What follows belongs to an exercise in optimizing a design on an open flow for small area, a short achievable clock period and few clock cycles; a production flow would make more cautious choices. Only simulation tests tie the RTL to the original design; equivalence was not proved.

exp/xenon:
==> flow/design.v (excerpt) <==
module accum_top #(
  parameter int unsigned NumAcc = accum_pkg::NUM_ACC
) (
  input  logic                        clk_state,
  input  logic                        rst_ni,
  input  logic                        psel_i,
  input  logic                        penable_i,
  input  logic                        pwrite_i,
  input  logic [7:0]                  paddr_i,
  input  logic [31:0]                 pwdata_i,
  output logic [31:0]                 prdata_o,
  output logic                        pready_o,
  output logic                        pslverr_o,
  input  logic                        psum_valid_i,
  output logic                        psum_ready_o,
  input  logic [accum_pkg::ACC_W-1:0] psum_data_i,
  output logic                        out_valid_o,
  input  logic                        out_ready_i,
  output logic [accum_pkg::OUT_W-1:0] out_data_o,
  output logic                        done_o
);
export LEC_CHECK = 0
export CAP_MARGIN = 20
export CORE_MARGIN = 2
export CORE_UTILIZATION = 65
export CTS_BUF_LIST = sky130_fd_sc_hd__clkbuf_8
export SETUP_SLACK_MARGIN = 5
export SLEW_MARGIN = 20
create_clock -name core_clock -period 8.5 [get_ports {clk_state}]
run.sh (not shown) runs the stock make flow with config.mk's settings and CLKGATE_MAP_FILE= SYNTH_SCRIPT=/design/flow/synth_recipe.tcl, a recipe that flattens the netlist after the stock synthesis.
Testbench counts of exp/xenon, summed over its fixed seeds: cycles 7,496.
Input changes introduced in exp/garnet (baseline for comparison: exp/xenon):
--- a/flow/design.v
+++ b/flow/design.v
@@ -45,13 +45,12 @@
 );
   logic [15:0] len_q;
   logic [7:0]  scale_q;
   logic [7:0]  sm_q;          
   logic [7:0]  z_d;
   logic [4:0]  shift_q;
-  logic [4:0]  shp1_q, shp2_q;  
   logic        mode_q;
   logic [3:0]  mode_c;        
   logic [3:0]  wsel_q;        
   logic        s_wr;
   assign pready_o = 1'b1;
   assign s_wr     = psel_i & ~penable_i & pwrite_i;
@@ -90,14 +89,12 @@
   logic        acc_act_q;     
   logic [15:0] k_q;
   logic        rdy_q;
   logic        nq_act_q;      
   logic [3:0]  nq_cnt_q;
   logic        v2_q, v3_q;
-  logic        es_q;          
-  logic        nq_wait_q;     
   logic        so_act_q;      
   logic [1:0]  bc_q;
   logic        ov_q;
   logic [2:0] code;
   logic       is_clear, is_accum, is_nq, is_so, len0, imm;
   logic       clear_now, relabel;
@@ -125,19 +122,15 @@
   logic        c32;
   assign {c32, w6_d} = {1'b0, ring_q[7]} + {1'b0, psum_q};
   logic        nq_issue, nq_fin;
   logic [39:0] sa_d, ca_d, p_q;
   logic [7:0]  sh_q, ch_q, ph_q;
   logic nq_start;
-  logic nq_early;
-  assign nq_early = s_setup & s_cmd & is_nq & ~busy_n & ~nq_act_q;
-  assign nq_start = nq_early | ((acc_q & is_nq & ~es_q) | nq_wait_q) & ~nq_act_q;
+  assign nq_start = (s_setup & s_cmd & is_nq & ~busy_n) | (acc_q & is_nq & ~nq_act_q);
   assign nq_issue = nq_start | (nq_act_q & ~nq_cnt_q[3]);
-  logic nq_act_d;
-  assign nq_fin   = nq_act_q & (nq_cnt_q == 4'd4);
-  assign nq_act_d = (nq_start | (nq_act_q & ~(nq_cnt_q == 4'd7))) & ~clear_now;
+  assign nq_fin   = nq_act_q & nq_cnt_q[3] & v2_q;
   always_comb begin
     logic [39:0] pp [9];
     logic [39:0] a0, b0, a1, b1, a2, b2, c0, d0, c1, d1, e0, f0;
     for (int j = 0; j < 8; j++) begin
       pp[j] = '0;
       for (int i = 0; i < 31; i++) pp[j][i+j] = sm_q[j] & ring_q[0][i];
@@ -167,20 +160,20 @@
   logic [10:0] t3;
   logic [8:0]  t4;
   logic [7:0]  t5, clip;
   logic [31:0] thr, over;
   logic        ovf;
   assign p_q = {ph_q, ring_q[6]};
-  assign t1 = shp2_q[4] ? p_q[38:16] : p_q[22:0];
-  assign t2 = shp2_q[3] ? t1[22:8]   : t1[14:0];
-  assign t3 = shp2_q[2] ? t2[14:4]   : t2[10:0];
-  assign t4 = shp2_q[1] ? t3[10:2]   : t3[8:0];
-  assign t5 = shp2_q[0] ? t4[8:1]    : t4[7:0];
+  assign t1 = shift_q[4] ? p_q[38:16] : p_q[22:0];
+  assign t2 = shift_q[3] ? t1[22:8]   : t1[14:0];
+  assign t3 = shift_q[2] ? t2[14:4]   : t2[10:0];
+  assign t4 = shift_q[1] ? t3[10:2]   : t3[8:0];
+  assign t5 = shift_q[0] ? t4[8:1]    : t4[7:0];
   always_comb begin
     for (int j = 0; j < 32; j++) begin
-      thr[j]  = (j >= 32'(shp2_q));
+      thr[j]  = (j >= 32'(shift_q));
       over[j] = thr[j] & (p_q[j+7] ^ p_q[39]);
     end
   end
   assign ovf     = |over;
   assign clip    = ovf ? {p_q[39], {7{~p_q[39]}}} : t5;
   assign nq_word = {{24{clip[7]}}, clip};
@@ -238,14 +231,12 @@
       hd_q      <= '0;
       z_q       <= '1;
       az_q      <= 1'b1;
       acc_act_q <= 1'b0;
       rdy_q     <= 1'b0;
       nq_act_q  <= 1'b0;
-      es_q      <= 1'b0;
-      nq_wait_q <= 1'b0;
       v2_q      <= 1'b0;
       v3_q      <= 1'b0;
       so_act_q  <= 1'b0;
       ov_q      <= 1'b0;
     end else begin
       acc_q     <= s_acc;
@@ -253,20 +244,18 @@
       done_q    <= done_a | (s_acc & s_imm & ~busy_n);
       busy_q    <= busy_n | (acc_q & (~imm | pend_q));
       hd_q      <= hd_d;
       z_q       <= z_d;
       az_q      <= clear_now | (az_q & ~hs & ~v3_q);
       acc_act_q <= acc_act_d;
-      rdy_q     <= acc_act_d & ~nq_act_d & (hd_d == k_d[2:0]);
-      nq_act_q  <= nq_act_d;
-      es_q      <= nq_early;
-      nq_wait_q <= ((acc_q & is_nq & ~es_q) | nq_wait_q) & nq_act_q;
-      v2_q      <= nq_issue & ~clear_now;
-      v3_q      <= v2_q & ~clear_now;
+      rdy_q     <= acc_act_d & (hd_d == k_d[2:0]);
+      nq_act_q  <= nq_start | (nq_act_q & ~nq_fin);
+      v2_q      <= nq_issue;
+      v3_q      <= v2_q;
       so_act_q  <= so_act_d;
-      ov_q      <= so_act_d & ~|z_d & ~v2_q & ~nq_issue & ~nq_act_d &
+      ov_q      <= so_act_d & ~|z_d &
                    (mode_q ? (hd_d == {bc_d, 1'b0}) : (hd_d == 3'd0));
     end
   end
   always_ff @(posedge clk_state) begin
     err_q    <= ~s_addr_ok | (s_cmd & (~s_known | ~take_a));
     prd_q    <= ({16{s_rsel[0]}} & len_q) |
@@ -283,14 +272,12 @@
       if (i == 7)      ring_q[i] <= nq_issue ? sa_d[31:0] : head;
       else if (i == 6) ring_q[i] <= w6_d;
       else if (i == 5) ring_q[i] <= v3_q ? nq_word : ring_q[6];
       else             ring_q[i] <= ring_q[i+1];
     end
     k_q    <= k_d;
-    shp1_q <= shift_q;
-    shp2_q <= shp1_q;
     bc_q   <= bc_d;
     if (nq_start)      nq_cnt_q <= 4'd1;
     else if (nq_issue) nq_cnt_q <= nq_cnt_q + 4'd1;
     psum_q <= nq_issue ? ca_d[31:0] : (hs ? psum_data_i : 32'h0);
     sh_q   <= sa_d[39:32];
     ch_q   <= ca_d[39:32];
Status | exp/garnet and exp/xenon | clean. Number of standard cells in the layout, taps in and fillers out sits lower in exp/garnet than in exp/xenon. Compared with exp/xenon, exp/garnet shows synthesized cell count that has gone down slightly. In exp/garnet, the area of the core came out about 2.2% below the value in exp/xenon. Flip-flop and latch count after synthesis in exp/garnet is 2.8% below exp/xenon. exp/garnet vs exp/xenon on overall global routing resource usage: exp/garnet is the lower one. Fraction of synthesized area in multiplexers in exp/garnet is 0.39 points lower than in exp/xenon. The critical path required time on exp/garnet is in line with that on exp/xenon. Floorplan row count on exp/garnet is down relative to exp/xenon. Across both runs, number of setup buffers added after CTS was lower for exp/garnet than for exp/xenon. Summary of the comparison: area added between synthesis and finish is lower in exp/garnet, relative to exp/xenon. Against exp/xenon, exp/garnet reports a fraction of the cycle the final worst path needs that is lower. Measured against each other, exp/garnet and exp/xenon differ in slack of the critical path, the lower figure coming from exp/xenon. Smallest hold slack: exp/garnet vs exp/xenon down 0.0048 ns. In the reports for exp/garnet and exp/xenon, the larger area of all placed cells without fillers belongs to exp/xenon.
Testbench counts of exp/garnet, summed over its fixed seeds: cycles 8,040.

==> what the ideal ports hide <==
In the flow no input, the clock included, has a driving cell. The finished layouts below were timed again as built, in two steps. Step 1 assumes that a clkbuf_16 drives the clock port and a buf_2 every other input. Step 2, shift: input delay + t, output delay - t, t = (earliest + latest rising clock arrival at the registers) / 2. This alone moves slack from input paths to output paths. a / b / c = ideal ports / drivers / drivers and shift; a / b = the first two.
run | t, ns | setup WS [ns] | worst setup path after step 2 | worst slew at a driven data input, ns
exp/xenon | 0.679 | 4.892 / 4.843 / 4.429 | input to register | 0.05
exp/garnet | 0.657 | 4.968 / 4.916 / 4.448 | input to register | 0.05
After both steps setup and hold are still met in every run listed. For exp/garnet, which loses most, drivers alone change the setup slack by -0.052 ns; drivers and shift together by -0.520 ns.
